What follows belongs to an exercise in optimizing a design on an open flow for small area, a short achievable clock period and few clock cycles per item; a production flow would make more cautious choices.
Where RTL was checked, it was by simulation tests only, not by an equivalence proof against the original.
No activity file was given, so power comes from the tool's default toggle rates.

cedar:
==> flow/design.v <==
`timescale 1ns/1ns
`default_nettype none
module frame_memory (
  input  logic                                 clock,
  input  logic                                 wr_valid,
  input  logic [7-1:0]                wr_addr,
  input  logic [6-1:0]               wr_data,
  input  logic [16-1:0]               rd_sel,
  output logic [8*6-1:0]   rd_column
);
  localparam int COL_W = 8 * 6;
  logic [16*COL_W-1:0] storage;
  for (genvar a = 0; a < 16 * 8; a++) begin : g_word
    always_ff @(posedge clock) begin
      if (wr_valid && wr_addr == 7'(a)) begin
        storage[a*6 +: 6] <= wr_data;
      end
    end
  end
  always_comb begin
    rd_column = '0;
    for (int c = 0; c < 16; c++) begin
      rd_column = rd_column | (storage[c*COL_W +: COL_W] & {COL_W{rd_sel[c]}});
    end
  end
endmodule
`default_nettype wire
`timescale 1ns/1ns
`default_nettype none
module pixel_loader (
  input  logic                     clock,
  input  logic                     pix_write,
  input  logic [4-1:0]     pix_col,
  input  logic [3-1:0]     pix_row,
  input  logic [3*8-1:0] pix_rgb,
  output logic                     wr_valid,
  output logic [7-1:0]    wr_addr,
  output logic [6-1:0]   wr_data
);
  logic [8-1:0] grey;
  assign grey = (pix_rgb[23:16] >> 2) + (pix_rgb[15:8] >> 1) + (pix_rgb[7:0] >> 2);
  always_ff @(posedge clock) begin
    wr_valid <= pix_write;
    if (pix_write) begin
      wr_addr <= {pix_col, pix_row};
      wr_data <= grey[8-1:2];
    end
  end
endmodule
`default_nettype wire
`timescale 1ns/1ns
`default_nettype none
module column_fetch (
  input  logic                     clock,
  input  logic                     reset,
  input  logic                     start,
  input  logic                     wr_valid,
  input  logic [4-1:0]     wr_col,
  output logic                     busy,
  output logic [16-1:0]   rd_sel,
  output logic                     first_col,
  output logic                     mask_valid,
  output logic [4-1:0]     mask_col,
  output logic                     done
);
  localparam int N = 16;
  logic [N+1:0] sel;
  logic held_first;
  logic held_last;
  assign rd_sel    = sel[N-1:0];
  assign first_col = held_first;
  always_ff @(posedge clock) begin
    held_first <= sel[0];
    held_last  <= sel[N];
  end
  always_ff @(posedge clock) begin
    if (reset) begin
      busy       <= 1'b0;
      sel        <= (N+2)'(1);
      mask_valid <= 1'b0;
      done       <= 1'b0;
    end else if (!busy) begin
      mask_valid <= 1'b0;
      done       <= 1'b0;
      if (start) begin
        busy <= 1'b1;
        if (!(wr_valid && wr_col == '0)) sel <= sel << 1;
      end
    end else begin
      mask_valid <= !held_first;
      done       <= held_last;
      if (held_last) busy <= 1'b0;
      sel <= sel[N+1] ? (N+2)'(1) : sel << 1;
    end
  end
  always_ff @(posedge clock) begin
    mask_col <= mask_valid ? mask_col + 1'b1 : '0;
  end
endmodule
`default_nettype wire
`timescale 1ns/1ns
`default_nettype none
module blur_mask_stage (
  input  logic                               clock,
  input  logic [8*6-1:0] column,
  input  logic                               first_col,
  output logic [8-1:0]             mask_bits
);
  localparam int SW = 6;
  localparam logic [5:0] SAT = 6'(32 + 1);
  logic [5:0] side      [8];
  logic [1:0] extra     [8];
  logic [5:0] side_prev [8];
  logic [5:0] need      [8];
  logic [SW-1:0] q [8+2];
  logic [5:0] side_next [8];
  logic [1:0] extra_next [8];
  logic [7:0] part [8];
  always_comb begin
    q[0] = '0;
    q[8+1] = '0;
    for (int r = 0; r < 8; r++) q[r+1] = column[r*SW +: SW];
    for (int r = 0; r < 8; r++) begin
      side_next[r]  = 6'(q[r][5:2]) + 6'({q[r+1][5:2], q[r+1][1]}) + 6'(q[r+2][5:2]);
      extra_next[r] = 2'(q[r][1]) + 2'(q[r+1][0]) + 2'(q[r+2][1]);
      part[r] = 8'(first_col ? 6'd0 : side_prev[r]) + 8'({side[r], 1'b0}) + 8'(extra[r]);
    end
  end
  always_ff @(posedge clock) begin
    for (int r = 0; r < 8; r++) begin
      side[r]      <= side_next[r];
      extra[r]     <= extra_next[r];
      side_prev[r] <= side[r];
      need[r]      <= (part[r] >= 8'(SAT)) ? 6'd0 : SAT - part[r][5:0];
      mask_bits[r] <= (side[r] >= need[r]);
    end
  end
endmodule
`default_nettype wire
`timescale 1ns/1ns
`default_nettype none
module blur_mask_top (
  input  logic                     clock,
  input  logic                     reset,
  input  logic                     pix_write,
  input  logic [4-1:0]     pix_col,
  input  logic [3-1:0]     pix_row,
  input  logic [3*8-1:0] pix_rgb,
  input  logic                     start,
  output logic                     busy,
  output logic                     mask_valid,
  output logic [4-1:0]     mask_col,
  output logic [8-1:0]   mask_bits,
  output logic                     done
);
  logic                                wr_valid;
  logic [7-1:0]               wr_addr;
  logic [6-1:0]              wr_data;
  logic [16-1:0]              rd_sel;
  logic                                first_col;
  logic [8*6-1:0]  column;
  pixel_loader loader_i (
    .clock     (clock),
    .pix_write (pix_write),
    .pix_col   (pix_col),
    .pix_row   (pix_row),
    .pix_rgb   (pix_rgb),
    .wr_valid  (wr_valid),
    .wr_addr   (wr_addr),
    .wr_data   (wr_data)
  );
  frame_memory memory_i (
    .clock     (clock),
    .wr_valid  (wr_valid),
    .wr_addr   (wr_addr),
    .wr_data   (wr_data),
    .rd_sel    (rd_sel),
    .rd_column (column)
  );
  column_fetch fetch_i (
    .clock      (clock),
    .reset      (reset),
    .start      (start),
    .wr_valid   (wr_valid),
    .wr_col     (wr_addr[7-1:3]),
    .busy       (busy),
    .rd_sel     (rd_sel),
    .first_col  (first_col),
    .mask_valid (mask_valid),
    .mask_col   (mask_col),
    .done       (done)
  );
  blur_mask_stage stage_i (
    .clock     (clock),
    .column    (column),
    .first_col (first_col),
    .mask_bits (mask_bits)
  );
endmodule
`default_nettype wire
Settings: LEC_CHECK=0, CAP_MARGIN=20, CORE_MARGIN=2, CORE_UTILIZATION=40, SETUP_SLACK_MARGIN=3.5, SLEW_MARGIN=20; clock period 6.0 ns.
run.sh (not shown) runs the stock make flow with config.mk's settings and CLKGATE_MAP_FILE= SYNTH_SCRIPT=/design/flow/synth_recipe.tcl, a recipe that flattens the netlist after the stock synthesis.
Testbench counts of cedar, summed over its fixed seeds: cycles 7,008, frames 48.
> inputs changed (cedar -> zinc)
==> flow/design.v, changed modules only <==
module column_fetch (
  input  logic                     clock,
  input  logic                     reset,
  input  logic                     start,
  input  logic                     wr_valid,
  input  logic [4-1:0]     wr_col,
  output logic                     busy,
  output logic [16-1:0]   rd_sel,
  output logic                     first_col,
  output logic                     mask_valid,
  output logic [4-1:0]     mask_col,
  output logic                     done
);
  localparam int N = 16;
  logic [N+2:0] sel;
  logic first_d;
  logic held_first;
  logic last_d;
  logic held_last;
  logic due;
  logic due_d;
  logic held_due;
  assign due = busy && |sel[N:1];
  assign rd_sel    = sel[N-1:0];
  assign first_col = held_first;
  always_ff @(posedge clock) begin
    if (reset) begin
      first_d    <= 1'b1;
      held_first <= 1'b1;
      last_d     <= 1'b0;
      held_last  <= 1'b0;
      due_d      <= 1'b0;
      held_due   <= 1'b0;
    end else begin
      due_d      <= due;
      held_due   <= due_d;
      first_d    <= sel[0];
      held_first <= first_d;
      last_d     <= sel[N];
      held_last  <= last_d;
    end
  end
  always_ff @(posedge clock) begin
    if (reset) begin
      busy       <= 1'b0;
      sel        <= (N+3)'(1);
      mask_valid <= 1'b0;
      done       <= 1'b0;
    end else if (!busy) begin
      mask_valid <= 1'b0;
      done       <= 1'b0;
      if (start) begin
        busy <= 1'b1;
        if (!(wr_valid && wr_col == '0)) sel <= sel << 1;
      end
    end else begin
      mask_valid <= held_due;
      done       <= held_due && held_last;
      if (held_due && held_last) busy <= 1'b0;
      sel <= sel[N+2] ? (N+3)'(1) : sel << 1;
    end
  end
  always_ff @(posedge clock) begin
    mask_col <= mask_valid ? mask_col + 1'b1 : '0;
  end
endmodule
module blur_mask_stage (
  input  logic                               clock,
  input  logic [8*6-1:0] column,
  input  logic                               first_col,
  output logic [8-1:0]             mask_bits
);
  localparam int SW = 6;
  localparam logic [5:0] SAT = 6'(32 + 1);
  logic [8*SW-1:0] column_q;
  logic [5:0] side      [8];
  logic [6:0] centre    [8];
  logic [5:0] side_prev [8];
  logic [5:0] need      [8];
  logic [SW-1:0] q [8+2];
  logic [5:0] side_next [8];
  logic [6:0] centre_next [8];
  logic [7:0] part [8];
  always_comb begin
    q[0] = '0;
    q[8+1] = '0;
    for (int r = 0; r < 8; r++) q[r+1] = column_q[r*SW +: SW];
    for (int r = 0; r < 8; r++) begin
      side_next[r]   = 6'(q[r] >> 2) + 6'(q[r+1] >> 1) + 6'(q[r+2] >> 2);
      centre_next[r] = 7'(q[r] >> 1) + 7'(q[r+1]) + 7'(q[r+2] >> 1);
      part[r] = 8'(first_col ? 6'd0 : side_prev[r]) + 8'(centre[r]);
    end
  end
  always_ff @(posedge clock) begin
    column_q <= column;
    for (int r = 0; r < 8; r++) begin
      side[r]      <= side_next[r];
      centre[r]    <= centre_next[r];
      side_prev[r] <= side[r];
      need[r]      <= (part[r] >= 8'(SAT)) ? 6'd0 : SAT - part[r][5:0];
      mask_bits[r] <= (side[r] >= need[r]);
    end
  end
endmodule
[summary]
zinc vs cedar — share of the cycle needed by the critical path after routing dropped 7.2 points.
Summary of zinc over cedar: placement-stage cell area grew by about 5.5%, multi-input combinational cell count now sits higher.
cedar → zinc: TritonCTS sink count saw an increase, area growth from synthesis to layout moved down, layout buffering overhead excluding clock cells went down 4.3 points, post-route minimum period went down by 0.43 ns.
zinc: routed via count divided by cell count is 2.7% lower than what cedar reported.
Re synthesized cell count: cedar was lower than zinc.
Compared to cedar, zinc was floorplanned on a bigger die.
In terms of number of top-level pins, cedar and zinc differ only marginally.
Comparing zinc with cedar, the via count of the first global-routing pass came out essentially unchanged.
No functional check of the RTL was part of zinc.


main:
Another version of the RTL of blur_mask_top (not shown whole).
Size: ~2700 cells after synthesis, ~1000 flip-flops, ~50 I/O pins, roughly 0.041 mm^2 of cells after synthesis.
==> module column_fetch, before the edit <==
module column_fetch (
  input  logic                     clock,
  input  logic                     reset,
  input  logic                     start,
  input  logic                     wr_col0,
  output logic                     busy,
  output logic [16-1:0]   rd_sel,
  output logic                     first_col,
  output logic                     mask_valid,
  output logic [4-1:0]     mask_col,
  output logic                     done
);
  localparam int N = 16;
  logic [N+2:0] sel;
  logic first_d;
  logic last_d;
  logic held_last;
  logic due;
  logic due_d;
  logic held_due;
  assign due = busy && |sel[N:1];
  assign rd_sel    = sel[N-1:0];
  assign first_col = first_d;
  always_ff @(posedge clock) begin
    if (reset) begin
      first_d    <= 1'b1;
      last_d     <= 1'b0;
      held_last  <= 1'b0;
      due_d      <= 1'b0;
      held_due   <= 1'b0;
    end else begin
      due_d      <= due;
      held_due   <= due_d;
      first_d    <= sel[0];
      last_d     <= sel[N];
      held_last  <= last_d;
    end
  end
  always_ff @(posedge clock) begin
    if (reset) begin
      busy       <= 1'b0;
      sel        <= (N+3)'(1);
      mask_valid <= 1'b0;
      done       <= 1'b0;
    end else if (!busy) begin
      mask_valid <= 1'b0;
      done       <= 1'b0;
      if (start) begin
        busy <= 1'b1;
        if (!wr_col0) sel <= sel << 1;
      end
    end else begin
      mask_valid <= held_due;
      done       <= held_due && held_last;
      if (held_due && held_last) busy <= 1'b0;
      sel <= sel[N+2] ? (N+3)'(1) : sel << 1;
    end
  end
  always_ff @(posedge clock) begin
    mask_col <= mask_valid ? mask_col + 1'b1 : '0;
  end
endmodule
==> module blur_mask_stage, before the edit <==
module blur_mask_stage (
  input  logic                               clock,
  input  logic [8*6-1:0] column,
  input  logic                               first_col,
  output logic [8-1:0]             mask_bits
);
  localparam int SW = 6;
  localparam logic [5:0] SAT = 6'(32 + 1);
  logic [8*SW-1:0] column_q;
  logic [5:0] side      [8];
  logic [6:0] fold      [8];
  logic [5:0] part_sat  [8];
  logic [SW-1:0] q [8+2];
  logic [5:0] side_next [8];
  logic [1:0] extra [8];
  logic [7:0] part [8];
  logic [6:0] total [8];
  always_comb begin
    q[0] = '0;
    q[8+1] = '0;
    for (int r = 0; r < 8; r++) q[r+1] = column_q[r*SW +: SW];
    for (int r = 0; r < 8; r++) begin
      side_next[r] = 6'(q[r] >> 2) + 6'(q[r+1] >> 1) + 6'(q[r+2] >> 2);
      extra[r]     = 2'(q[r][1]) + 2'(q[r+1][0]) + 2'(q[r+2][1]);
      part[r]      = 8'(fold[r]) + 8'({side[r], 1'b0});
      total[r]     = 7'(part_sat[r]) + 7'(side[r]);
    end
  end
  always_ff @(posedge clock) begin
    column_q <= column;
    for (int r = 0; r < 8; r++) begin
      side[r]      <= side_next[r];
      fold[r]      <= 7'(first_col ? 6'd0 : side[r]) + 7'(extra[r]);
      part_sat[r]  <= (part[r] >= 8'(SAT)) ? SAT : part[r][5:0];
      mask_bits[r] <= (total[r] >= 7'(SAT));
    end
  end
endmodule
==> module blur_mask_top, before the edit <==
module blur_mask_top (
  input  logic                     clock,
  input  logic                     reset,
  input  logic                     pix_write,
  input  logic [4-1:0]     pix_col,
  input  logic [3-1:0]     pix_row,
  input  logic [3*8-1:0] pix_rgb,
  input  logic                     start,
  output logic                     busy,
  output logic                     mask_valid,
  output logic [4-1:0]     mask_col,
  output logic [8-1:0]   mask_bits,
  output logic                     done
);
  logic [16-1:0]              wr_col_hot;
  logic [8-1:0]              wr_row_hot;
  logic [6-1:0]              wr_data;
  logic [16-1:0]              rd_sel;
  logic                                first_col;
  logic [8*6-1:0]  column;
  pixel_loader loader_i (
    .clock     (clock),
    .pix_write (pix_write),
    .pix_col   (pix_col),
    .pix_row   (pix_row),
    .pix_rgb   (pix_rgb),
    .wr_col_hot (wr_col_hot),
    .wr_row_hot (wr_row_hot),
    .wr_data    (wr_data)
  );
  frame_memory memory_i (
    .clock     (clock),
    .wr_col_hot (wr_col_hot),
    .wr_row_hot (wr_row_hot),
    .wr_data   (wr_data),
    .rd_sel    (rd_sel),
    .rd_column (column)
  );
  column_fetch fetch_i (
    .clock      (clock),
    .reset      (reset),
    .start      (start),
    .wr_col0    (wr_col_hot[0]),
    .busy       (busy),
    .rd_sel     (rd_sel),
    .first_col  (first_col),
    .mask_valid (mask_valid),
    .mask_col   (mask_col),
    .done       (done)
  );
  blur_mask_stage stage_i (
    .clock     (clock),
    .column    (column),
    .first_col (first_col),
    .mask_bits (mask_bits)
  );
endmodule
make LEC_CHECK=0 CAP_MARGIN=20 CORE_MARGIN=2 CORE_UTILIZATION=40 CTS_CLUSTER_DIAMETER=100 CTS_CLUSTER_SIZE=30 SETUP_SLACK_MARGIN=4.0 SLEW_MARGIN=20 finish   # period 6.0 ns
main completed end to end with timing, DRC and antenna clean.
Testbench counts of main, summed over its fixed seeds: cycles 7,056, frames 48.
--- input diff main..the feature branch ---
-- flow/design.v --
<<< main, line 56
  output logic                     busy,
  output logic [16-1:0]   rd_sel,
  output logic                     first_col,
  output logic                     mask_valid,
  output logic [4-1:0]     mask_col,
>>> the feature branch, line 56
  output logic                     busy,
  output logic [16-1:0]   rd_sel,
  output logic                     first_next,
  output logic                     mask_valid,
  output logic [4-1:0]     mask_col,
<<< main, line 71
  assign due = busy && |sel[N:1];
  assign rd_sel    = sel[N-1:0];
  assign first_col = first_d;
  always_ff @(posedge clock) begin
    if (reset) begin
>>> the feature branch, line 71
  assign due = busy && |sel[N:1];
  assign rd_sel    = sel[N-1:0];
  assign first_next = first_d;
  always_ff @(posedge clock) begin
    if (reset) begin
<<< main, line 117
  input  logic                               clock,
  input  logic [8*6-1:0] column,
  input  logic                               first_col,
  output logic [8-1:0]             mask_bits
);
>>> the feature branch, line 117
  input  logic                               clock,
  input  logic [8*6-1:0] column,
  input  logic                               first_next,
  output logic [8-1:0]             mask_bits
);
<<< main, line 124
  logic [8*SW-1:0] column_q;
  logic [5:0] side      [8];
  logic [6:0] fold      [8];
  logic [5:0] part_sat  [8];
  logic [SW-1:0] q [8+2];
  logic [5:0] side_next [8];
  logic [1:0] extra [8];
  logic [7:0] part [8];
  logic [6:0] total [8];
>>> the feature branch, line 124
  logic [8*SW-1:0] column_q;
  logic [5:0] side      [8];
  logic [1:0] extra     [8];
  logic [5:0] side_prev [8];
  logic [5:0] part_sat  [8];
  logic [SW-1:0] q [8+2];
  logic [5:0] side_next [8];
  logic [1:0] extra_next [8];
  logic [7:0] part [8];
  logic [6:0] total [8];
<<< main, line 136
    for (int r = 0; r < 8; r++) q[r+1] = column_q[r*SW +: SW];
    for (int r = 0; r < 8; r++) begin
      side_next[r] = 6'(q[r] >> 2) + 6'(q[r+1] >> 1) + 6'(q[r+2] >> 2);
      extra[r]     = 2'(q[r][1]) + 2'(q[r+1][0]) + 2'(q[r+2][1]);
      part[r]      = 8'(fold[r]) + 8'({side[r], 1'b0});
      total[r]     = 7'(part_sat[r]) + 7'(side[r]);
    end
  end
>>> the feature branch, line 137
    for (int r = 0; r < 8; r++) q[r+1] = column_q[r*SW +: SW];
    for (int r = 0; r < 8; r++) begin
      side_next[r]   = 6'(q[r] >> 2) + 6'(q[r+1] >> 1) + 6'(q[r+2] >> 2);
      extra_next[r]  = 2'(q[r][1]) + 2'(q[r+1][0]) + 2'(q[r+2][1]);
      part[r]  = 8'(side_prev[r]) + 8'({side[r], 1'b0}) + 8'(extra[r]);
      total[r] = 7'(part_sat[r]) + 7'(side[r]);
    end
  end
<<< main, line 146
    for (int r = 0; r < 8; r++) begin
      side[r]      <= side_next[r];
      fold[r]      <= 7'(first_col ? 6'd0 : side[r]) + 7'(extra[r]);
      part_sat[r]  <= (part[r] >= 8'(SAT)) ? SAT : part[r][5:0];
      mask_bits[r] <= (total[r] >= 7'(SAT));
>>> the feature branch, line 147
    for (int r = 0; r < 8; r++) begin
      side[r]      <= side_next[r];
      extra[r]     <= extra_next[r];
      side_prev[r] <= first_next ? 6'd0 : side[r];
      part_sat[r]  <= (part[r] >= 8'(SAT)) ? SAT : part[r][5:0];
      mask_bits[r] <= (total[r] >= 7'(SAT));
<<< main, line 173
  logic [6-1:0]              wr_data;
  logic [16-1:0]              rd_sel;
  logic                                first_col;
  logic [8*6-1:0]  column;
  pixel_loader loader_i (
>>> the feature branch, line 175
  logic [6-1:0]              wr_data;
  logic [16-1:0]              rd_sel;
  logic                                first_next;
  logic [8*6-1:0]  column;
  pixel_loader loader_i (
<<< main, line 200
    .busy       (busy),
    .rd_sel     (rd_sel),
    .first_col  (first_col),
    .mask_valid (mask_valid),
    .mask_col   (mask_col),
>>> the feature branch, line 202
    .busy       (busy),
    .rd_sel     (rd_sel),
    .first_next  (first_next),
    .mask_valid (mask_valid),
    .mask_col   (mask_col),
<<< main, line 208
    .clock     (clock),
    .column    (column),
    .first_col (first_col),
    .mask_bits (mask_bits)
  );
>>> the feature branch, line 210
    .clock     (clock),
    .column    (column),
    .first_next (first_next),
    .mask_bits (mask_bits)
  );
==> run notes <==
The master of the slowest instance on the critical path comes out sky130_fd_sc_hd__fa_1 in one run and sky130_fd_sc_hd__dfxtp_4 in the other, namely in the feature branch and main respectively.
Compared with main, post-cts sizing count in the feature branch decreased by a little under 10%.
A critical path launch point of fetch_i.mask_valid is what main shows, while stage_i.side_prev[4][1] belongs to the feature branch.
On clock latency on the worst-skew pair, main tracks the feature branch almost exactly.
Taking main as the reference, in the feature branch wire length of the first global-routing pass now sits lower, share of the synthesized area in compound gates (AO/OA/AOI/OAI) now sits lower, clock network power now sits lower.
Re clock share of power: the feature branch is 0.7 points down on main.
Relative to main, the mean post-synth cell area measured on the feature branch has increased by a few percent.
Clock buffer and inverter area fraction after layout: the feature branch lower than main
Looking at design area, the feature branch sits about 1.4% below main.
Classification of the worst setup path: reg2reg -> the feature branch, reg2out -> main
Only the layout flow was run in the feature branch; the RTL was not checked for function there.

[re-timing with driven ports]
How much do the figures lean on ideal ports? The routed layouts below were timed once more, with nothing changed but the port constraints. Step 1 sets driving cells, clkbuf_16 on the clock port and buf_2 on the other inputs (assumed; they add their load-dependent delay and slew). Step 2 times the ports against the registers' clock, not the clock port: input delays grow and output delays shrink by t, the midpoint of the rising clock arrivals with the driver on. Three values: no drivers, after step 1, after step 2; two values: the first two.
| run | t (ns) | slack for setup (ns) | worst hold slack (ns) | clock arrival spread, ns |
|---|---|---|---|---|
| cedar | 0.724 | 2.979 / 2.979 / 2.849 | 0.373 / 0.373 / 0.373 | 0.041 / 0.040 |
| zinc | 0.731 | 3.410 / 3.410 / 2.856 | 0.361 / 0.361 / 0.361 | 0.028 / 0.028 |
| main | 0.680 | 3.570 / 3.503 / 2.994 | 0.444 / 0.444 / 0.444 | 0.036 / 0.036 |
| the feature branch | 0.673 | 3.528 / 3.528 / 3.038 | 0.462 / 0.462 / 0.462 | 0.032 / 0.032 |
After both steps setup and hold are still met in every run listed. For main, which loses most, drivers alone change the setup slack by -0.067 ns; drivers and shift together by -0.576 ns.
